Background: an optimization exercise with open tools, aiming at small area, a short achievable clock period and few clock cycles per item. Do not read the settings as production practice. No functional check of the RTL was part of any run shown here. Power figures rest on the tool's default switching activity, not on a simulated workload.

## flow/design.v (module list and top-level ports; edited modules follow where they fit)
// module array_mul_top: 1927 lines
// module mul_fa: 4 lines
// module mul_ha: 4 lines
module array_mul_top (
   input  logic        clk,
   input  logic        arst_n,
   input  logic        in_valid,
   input  logic        para_mode,
   input  logic [15:0] a,
   input  logic [15:0] b,
   output logic        out_valid,
   output logic [31:0] p
);
  // ...
==> flow/run.sh <==
#!/bin/bash
# synth_recipe.tcl (not shown) runs the flow's synth.tcl, then flattens the netlist and writes it again
# the make line also repeats each setting of config.mk as NAME=value (left out here)
make -C /OpenROAD-flow-scripts/flow DESIGN_CONFIG=/design/flow/config.mk WORK_HOME=/design/flow/orfs CLKGATE_MAP_FILE= SYNTH_SCRIPT=/design/flow/synth_recipe.tcl finish
==> flow/config.mk <==
export PLATFORM = sky130hd
export DESIGN_NAME = array_mul_top
export DESIGN_NICKNAME = array_mul_top
export VERILOG_FILES = /design/flow/design.v
export SDC_FILE = /design/flow/constraint.sdc
export NUM_CORES = 4
export LEC_CHECK = 0
export CAP_MARGIN = 20
export CORE_MARGIN = 2
export CORE_UTILIZATION = 40
export SETUP_SLACK_MARGIN = 3.2
export SLEW_MARGIN = 20
export SYNTH_HIERARCHICAL = 1
export SYNTH_MINIMUM_KEEP_SIZE = 0
==> flow/constraint.sdc <==
create_clock -name core_clock -period 6.0 [get_ports {clk}]
set_input_delay 1.2000 -clock core_clock [delete_from_list [all_inputs] [get_ports {clk}]]
set_output_delay 1.2000 -clock core_clock [all_outputs]
set_load 0.01 [all_outputs]
==> metrics.csv, run 1 <==
metric,value,unit
status,finished clean,
drtAntennaViolNets,0,
ios,69,
htree_levels,4,
multi_input_cells,637,
min_from,sm6_q2,
slew_violations,0,
hold_path_end,sm6_q3,
hold_depth,0,
die_w,160,µm
layout_common_cells,"230 x nand2_1, 109 x fa_2, 104 x fa_1, 104 x dfxtp_1, 68 x clkdlybuf4s50_1",
tns,0,ps
synth_compound_area_share,3.51,%
setup_slack,2600,ps
finClkSkew,11.4,ps
wl_met3,1500,µm
n_antenna_cell,0,
top_area_cell_class,multi-input gates,
highest_layer,met4,
synth_top_family_by_area,adder cells,
busiest_layer,met2,
finalNetCount,1247,
clkbuf_count,17,
cp.depth,9,
ir_drop,0.240,mV
start_util,40.5,%
signal_buffers,159,
drtIter0Drc,394,
fin_crit,3400,ps
crit_top_cell,fa_2,
fmax,294,MHz
fill_cells,2056,
critPathCaptureType,flop,
design.seq.count,141,
vias,6501,
grt_max_degree,17,
powerDensity,434,nW/µm²
fin_util,52.4,%
==> run 2, diff against run 1 <==
--- a/flow/config.mk
+++ b/flow/config.mk
@@ -10,2 +10,3 @@
 export CORE_UTILIZATION = 40
+export GPL_TIMING_DRIVEN = 1
 export SETUP_SLACK_MARGIN = 3.2
==> run 2 against run 1 <==
Net effect: critical path depth unchanged; wire length is the same; synthesized cell count did not move; highest routed layer unchanged; setup slack unchanged; sequential cell count unchanged.
==> metrics.csv, run 2 <==
metric,value,unit,change
wire_per_inst,17.7,µm,unchanged
drtIter0Drc,394,,unchanged
ys.warnings.count,7,,unchanged
die_h,160,µm,unchanged
top_register,vld,,unchanged
yosysSeqAreaShare,29.0,%,unchanged
drc,0,,unchanged
p_total,5.51,mW,unchanged
synth_top_area_cell,fa_1,,unchanged
path_max_fanout,5,,unchanged
start_util,40.5,%,unchanged
tns,0,ps,unchanged
largest_reg_flops,3,,unchanged
synthesis.area,9790,µm²,unchanged
core_region_area,24200,µm²,unchanged
arrival,3700,ps,about the same
critPathCaptureType,flop,,unchanged
rows,57,,unchanged
setup_viol,0,,unchanged
n_antenna_cell,0,,unchanged
p_sw,2.03,mW,unchanged
swShare,36.9,%,unchanged
stdcell_count,1304,,unchanged
clk_pin_slew,70,ps,about the same
wirelength,23000,µm,unchanged
tritoncts,done,,unchanged
reg2reg_depth,9,,unchanged
status,finished clean,,unchanged
htree_levels,4,,unchanged
dp_cells,1181,,unchanged
cts-buffers-inserted,17,,unchanged
ys_types,39,,unchanged
drtAntennaViolNets,0,,unchanged
grt_antenna_before_repair,0,,unchanged
gp_congestion,0.841,,unchanged
cts.sinks,141,,unchanged
finClkSkew,11.4,ps,unchanged
grt_use_met2,31.3,%,unchanged
hold_depth,0,,unchanged
yosysMostFrequentCell,nand2_1,,unchanged
finalHoldViolCount,0,,unchanged
post_dp_cell_area,10700,µm²,unchanged
synth_cells,870,,unchanged
critPathKind,reg2reg,,unchanged
grt_pass1_wl,36800,µm,unchanged
power_frac_comb,53.6,%,about the same
pwr-share-clk,19.7,%,about the same
clk_latency,430,ps,about the same
final_common_cell,nand2_1,,unchanged
firstDrtPassIters,5,,unchanged
pwr-share-seq,26.7,%,about the same
layout_common_cells,"230 x nand2_1, 109 x fa_2, 104 x fa_1, 104 x dfxtp_1, 68 x clkdlybuf4s50_1",,unchanged
finalNetCount,1247,,unchanged
powerDensity,434,nW/µm²,unchanged
synthToLayoutAreaGrowth,29.5,%,unchanged
drv_cap,0,,unchanged
p_int,3.47,mW,unchanged
hp-class,reg2reg,,unchanged
ir_drop,0.240,mV,unchanged
cts_buffer_depth,2,,unchanged
stdcell_area,12700,µm²,unchanged
place_hpwl,15800,µm,unchanged
fin_crit,3400,ps,unchanged
grt_setup_unrepaired,yes,,unchanged
avgSynthCellArea,11.3,µm²,unchanged
slew_violations,0,,unchanged
synth-seq-cells,141,,unchanged
grt_max_degree,17,,unchanged
synth_edf_count,0,,unchanged
synth_area_leaders,"fa_1 44%, dfxtp_1 28%, nand2_1 10%",,unchanged
fmax,294,MHz,unchanged
die_area,25700,µm²,unchanged
synth_ff_type,dfxtp_1,,unchanged
synthArstFlopShare,2.13,%,unchanged
fill_cells,2056,,unchanged
drive_gt1_share,34.7,%,unchanged
grt_pass1_vias,7046,,unchanged
hold_buffers,0,,unchanged
port_buffers,68,,unchanged
busiest_layer,met2,,unchanged
period_share,56.7,%,unchanged
worst_ep_required_time,6290,ps,about the same
yosys-top-cells-count,"265 x nand2_1, 213 x fa_1, 138 x dfxtp_1",,unchanged
synth_top_area_share,43.5,%,unchanged
die_w,160,µm,unchanged
cts_root_buf,clkbuf_16,,unchanged
ios,69,,unchanged
grt_use_total,18.7,%,unchanged
viasPerCell,4.99,,unchanged
critPathLaunchType,flop,,unchanged
grt_use_met1,23.8,%,unchanged
grt-ovfl-total,0,,unchanged
grt_use_met3,3.98,%,unchanged
leakagePower,4.54,nW,unchanged
vias,6501,,unchanged
-- run 2: critical path, stage by stage, from the launching register on --
cell and delay [ps]:
dfxtp_4 370, buf_12 150, nor2b_4 170, buf_6 140, nand2_1 70, fa_1 510
fa_2 410, fa_2 540, fa_2 440, fa_1 460
-- run 2: worst paths after layout --
path / startpoint / endpoint / slack [ps]
max in group asynchronous: arst_n / vld[2] / 4900
max: md_q1 / fs115_q2 / 2600
min reg2reg: sm6_q2 / sm6_q3 / 320
min in group asynchronous: arst_n / vld[0] / 960
min: sm6_q2 / sm6_q3 / 320
max reg2reg: md_q1 / fs115_q2 / 2600
-- run 2: routing by layer --
| layer | vias to the layer above | part of all wire (%) |
|---|---|---|
| met5 | - | 0 |
| met3 | 44 | 6.5 |
| met1 | 3391 | 40 |
| met4 | 0 | 2.7 |
| li1 | 2834 | - |
| met2 | 232 | 51 |
-- run 2: cell type report --
type                            count  area (µm²)  share of cell area, %
Clock inverter                     15         175                   1.38
Sequential cell                   141        2950                   23.3
Inverter                           11        41.3                  0.326
Timing Repair Buffer              159        1520                   12.0
Multi-Input combinational cell    637        7160                   56.4
Clock buffer                       17         425                   3.36
Tap cell                          324         405                   3.20
-- run 2: power by group through the flow --
stage | Sequential (mW) | Combinational (mW) | Clock, mW
floorplan | 1.43 | 2.01 | 0
global placement | 1.50 | 2.51 | 0
detailed placement | 1.51 | 2.53 | 0
CTS | 1.47 | 2.80 | 1.12
global route | 1.50 | 3.33 | 1.16
finish | 1.47 | 2.95 | 1.09
-- run 2: stage by stage --
| stage | hold WS (ps) | setup WS, ps | util, % |
|---|---|---|---|
| 2_1_floorplan | 310 | 2790 | - |
| 3_3_place_gp | 311 | 2070 | 44.1 |
| 3_5_place_dp | 315 | 2070 | 44.1 |
| 4_1_cts | 322 | 2650 | 50.7 |
| 5_1_grt | 324 | 2530 | 52.4 |
| 6_report | 319 | 2600 | 52.4 |
-- run 2: per-module statistics from Yosys, one instance, submodules excluded --
| module | cell area, µm² | times used | cells inside |
|---|---|---|---|
| array_mul_top | 5590 | 1 | 660 |
| mul_fa | 20.0 | 210 | 1 |
-- run 2: logic make-up (layout without fill, tap and decap cells) --
group,count (synthesis),in the layout,share of synthesized area (%)
flops,141,141,29.0
compound gates,48,48,3.51
other cells,1,15,0.0383
buf+inv,106,202,5.29
simple gates,312,312,13.1
fa+ha+maj,244,244,47.5
xor+xnor,18,18,1.61
-- run 2: repair_timing --
action / 4_1_cts / 5_1_grt
pin swaps: 41 / 41
endpoints found under the setup margin: 73 / 66
resized for setup: 145 / 63
buffers inserted: 66 / 25

[separate check: timing with driven ports]
How much do the figures lean on ideal ports? The routed layouts below were timed once more, with nothing changed but the port constraints.
Step 1 (the two cells are an assumption about what drives the block):
set clk [get_ports {clk}]
set_driving_cell -lib_cell sky130_fd_sc_hd__clkbuf_16 $clk
set_driving_cell -lib_cell sky130_fd_sc_hd__buf_2 [delete_from_list [all_inputs] $clk]
Step 2 times the ports against the registers' clock, not the clock port: input delays grow and output delays shrink by t, the midpoint of the rising clock arrivals with the driver on.
a / b / c = ideal / step 1 / step 2; a / b = the first two.
run	shift t [ns]	slack for setup (ns)	hold WS [ns]	latest minus earliest clock arrival (ns)	slew at the worst register clock pin (ns)
run 1	0.469	2.598 / 2.598 / 2.598	0.319 / 0.319 / 0.319	0.011 / 0.012	0.07 / 0.07
run 2	0.469	2.598 / 2.598 / 2.598	0.319 / 0.319 / 0.319	0.011 / 0.012	0.07 / 0.07
After both steps every run listed still meets setup and hold.
